Source: an optimization exercise on an open RTL-to-GDS flow (aim: small area). Production flows keep margins and buffers that such runs may drop.
In this exercise RTL edits were held to simulation tests only and were not proved equivalent to the original.
Power and IR drop assume default switching activity.

delta:
==> flow/design.v (excerpt) <==
module branch_target_predictor #(
    parameter int ADDR_WIDTH   = 32,
    parameter int INDEX_BITS   = 4,
    parameter int COUNTER_BITS = 2,
    parameter int TAG_BITS     = ADDR_WIDTH - INDEX_BITS - 2
) (
    input  logic                  clock,
    input  logic                  reset,
    input  logic [ADDR_WIDTH-1:0] lookup_pc,
    output logic                  predict_hit,
    output logic                  predict_taken,
    output logic [ADDR_WIDTH-1:0] predict_next_pc,
    input  logic                  update_valid,
    input  logic [ADDR_WIDTH-1:0] update_pc,
    input  logic                  update_taken,
    input  logic [ADDR_WIDTH-1:0] update_target,
    input  logic                  update_pred_taken,
    input  logic [ADDR_WIDTH-1:0] update_pred_target,
    input  logic                  flush,
    output logic                  mispredict,
    output logic [31:0]           branch_count,
    output logic [31:0]           mispredict_count
);
Size in the first run: ~2300 cells after synthesis, ~230 I/O pins, about 40000 um^2 of cells after synthesis.
clock: 7.0 ns
lec_check: 0
cap_margin: 10
core_margin: 2
core_utilization: 50
slew_margin: 10
synth_hierarchical: 1
synth_minimum_keep_size: 0
standard.sh (not shown) runs the stock make flow with config.mk's settings and CLKGATE_MAP_FILE= SYNTH_SCRIPT=/design/flow/synth_recipe.tcl, a recipe that flattens the netlist after the stock synthesis.
==> flow/flow/run.sh <==
#!/bin/bash
# Standard ORFS layout (the standard.sh), with two changes:
#  - ports are buffered with the smallest buffer (buf_1) instead of the tool's default pick;
#  - clock tree synthesis clusters up to 16 sinks per clkbuf_8 and adds no dummy loads.
# The make output (all tools) goes to standard_flow.log; each ORFS step also keeps its own
# log under orfs/logs/.
set -euo pipefail
bash standard.sh \
  "BUFFER_PORTS_ARGS=-buffer_cell sky130_fd_sc_hd__buf_1" \
  "CTS_ARGS=-sink_clustering_enable -repair_clock_nets -buf_list sky130_fd_sc_hd__clkbuf_8 -sink_clustering_size 16 -sink_clustering_max_diameter 80 -dont_use_dummy_load" \
  finish > standard_flow.log 2>&1
delta | stages: all done | timing, DRC, antenna: all pass
Changes in cedar relative to delta:
Settings: CORE_UTILIZATION changed from 50 to 60.
==> flow/flow/run.sh <==
#!/bin/bash
# Standard ORFS layout (the standard.sh), with two changes:
#  - ports are buffered with the smallest buffer (buf_1) instead of the tool's default pick;
#  - clock tree synthesis clusters up to 18 sinks per clkbuf_8 and adds no dummy loads.
# The make output (all tools) goes to standard_flow.log; each ORFS step also keeps its own
# log under orfs/logs/.
set -euo pipefail
bash standard.sh \
  "BUFFER_PORTS_ARGS=-buffer_cell sky130_fd_sc_hd__buf_1" \
  "CTS_ARGS=-sink_clustering_enable -repair_clock_nets -buf_list sky130_fd_sc_hd__clkbuf_8 -sink_clustering_size 18 -sink_clustering_max_diameter 80 -dont_use_dummy_load" \
  finish > standard_flow.log 2>&1
[summary]
- cedar: complete, dirty (setup timing)
- cedar gives less width of the die than delta did.
- Depth of the most critical reg-to-reg path in cedar is 1 lower than in delta
- cedar against delta; number of cell rows is down by a little under 10%.
- Relative to delta, global router's overall resource usage has gone up in cedar.
- Between delta and cedar, the placeable core region is higher for delta.
- Clock-cell share of area down 0.22 points in cedar wrt delta
- The clock-pin slew reported for the worst setup and hold paths after clock tree synthesis on cedar is in line with that on delta.
diff inputs: cedar => violet
Settings: CORE_UTILIZATION changed from 60 to 50.
==> notes.md <==
Re clock-buffer cell count: cedar was lower than violet. Comparing violet and cedar, setup slack is lower on cedar. violet ran to completion and came out clean on the timing, design-rule and antenna checks. Diff cedar -> violet | global-route usage over all layers | decrease of 4.6 points. Met2 wirelength from detailed routing (higher): violet.

* * *

Another version of the RTL of branch_target_predictor (not shown whole).
Size in the first run: about 2300 cells after synthesis, about 230 I/O pins.
export LEC_CHECK = 0
export CAP_MARGIN = 5
export CORE_MARGIN = 2
export CORE_UTILIZATION = 50
export SLEW_MARGIN = 5
export SYNTH_HIERARCHICAL = 1
export SYNTH_MINIMUM_KEEP_SIZE = 0
create_clock -name core_clock -period 7.0 [get_ports {clock}]
==> flow/flow/run.sh <==
#!/bin/bash
# Standard ORFS layout (the standard.sh), with two changes:
#  - ports are buffered with the smallest buffer (buf_1) instead of the tool's default pick;
#  - clock tree synthesis clusters up to 18 sinks per clkbuf_8 and adds no dummy loads.
# The make output (all tools) goes to standard_flow.log; each ORFS step also keeps its own
# log under orfs/logs/.
set -euo pipefail
bash standard.sh \
  "BUFFER_PORTS_ARGS=-buffer_cell sky130_fd_sc_hd__buf_1" \
  "CTS_ARGS=-sink_clustering_enable -repair_clock_nets -buf_list sky130_fd_sc_hd__clkbuf_8 -sink_clustering_size 18 -sink_clustering_max_diameter 80 -dont_use_dummy_load" \
  finish > standard_flow.log 2>&1
Then changed:
CAP_MARGIN = 10   (was 5)
SLEW_MARGIN = 10   (was 5)
What happened: The changed run ran to the end with no violations. Global-route usage stays the same. Count of clock-buffer cells in the layout stays the same. Combinational power stays flat. Fmax does not change. Wire length is unchanged. Die area stays the same. Power stays the same. Sequential share of layout area does not change. Design area stays the same. Synthesized cell count stays the same.
Then changed:
PLACE_DENSITY = 0.75   (was default)
Effect: Cell area came out higher by about 0.33%; global-route usage falls by 1.1 points; clock power hardly moves; via count came out higher by 2.5%.

* * *

the reference run:
Another version of the RTL of branch_target_predictor (not shown whole).
For scale: ~230 I/O pins.
==> flow/config.mk <==
export PLATFORM = sky130hd
export DESIGN_NAME = branch_target_predictor
export DESIGN_NICKNAME = branch_target_predictor
export VERILOG_FILES = /design/flow/design.v
export SDC_FILE = /design/flow/constraint.sdc
export NUM_CORES = 4
export LEC_CHECK = 0
export CAP_MARGIN = 10
export CORE_MARGIN = 2
export CORE_UTILIZATION = 55
export SLEW_MARGIN = 10
export SYNTH_HIERARCHICAL = 1
export SYNTH_MINIMUM_KEEP_SIZE = 0
==> flow/constraint.sdc <==
create_clock -name core_clock -period 7.0 [get_ports {clock}]
set_input_delay 1.4000 -clock core_clock [delete_from_list [all_inputs] [get_ports {clock}]]
set_output_delay 1.4000 -clock core_clock [all_outputs]
set_load 0.01 [all_outputs]
Scripts as last shown in full above: flow/flow/run.sh
The reference run was carried through to the last stage, and its layout satisfied the timing, design-rule and antenna checks.
What the trial run does differently from the reference run at the input level:
Settings: changing CORE_UTILIZATION from 55 to 50.
[summary]
Diff the trial run..the reference run | clock latency of the later-clocked register in the worst-skew pair | negligible
| power share of the sequential group | the reference run vs the trial run | ≈ equal |
The final clock period utilization by the worst path in the trial run sits 0.71 points above the value recorded for the reference run.

==> static timing again, ports no longer ideal <==
The flow's constraints put no driver on any port. The routed layouts listed below were extracted and timed again, unchanged, in two steps.
Step 1 assumes that a clkbuf_16 drives the clock port and a buf_2 every other input.
Step 2 also shifts input and output timing later by t, the mid clock arrival at the registers, as if the neighbouring blocks saw the same clock.
Three values: ideal ports, drivers, drivers and shift; two values: the first two.
run | t, ns | setup slack, ns | hold slack, ns
delta | 0.742 | 0.278 / 0.254 / 0.254 | 0.511 / 0.511 / 0.511
cedar | 0.739 | -0.007 / -0.032 / -0.032 | 0.511 / 0.511 / 0.511
violet | 0.744 | 0.291 / 0.262 / 0.262 | 0.505 / 0.505 / 0.505
the first run of note 2 | 0.746 | 0.203 / 0.117 / 0.117 | 0.507 / 0.507 / 0.507
the second run of note 2 | 0.746 | 0.203 / 0.117 / 0.117 | 0.507 / 0.507 / 0.507
the third run of note 2 | 0.737 | 0.138 / 0.065 / 0.065 | 0.517 / 0.517 / 0.517
the reference run | 0.746 | 0.210 / 0.185 / 0.185 | 0.513 / 0.513 / 0.513
the trial run | 0.730 | 0.160 / 0.129 / 0.129 | 0.509 / 0.509 / 0.509
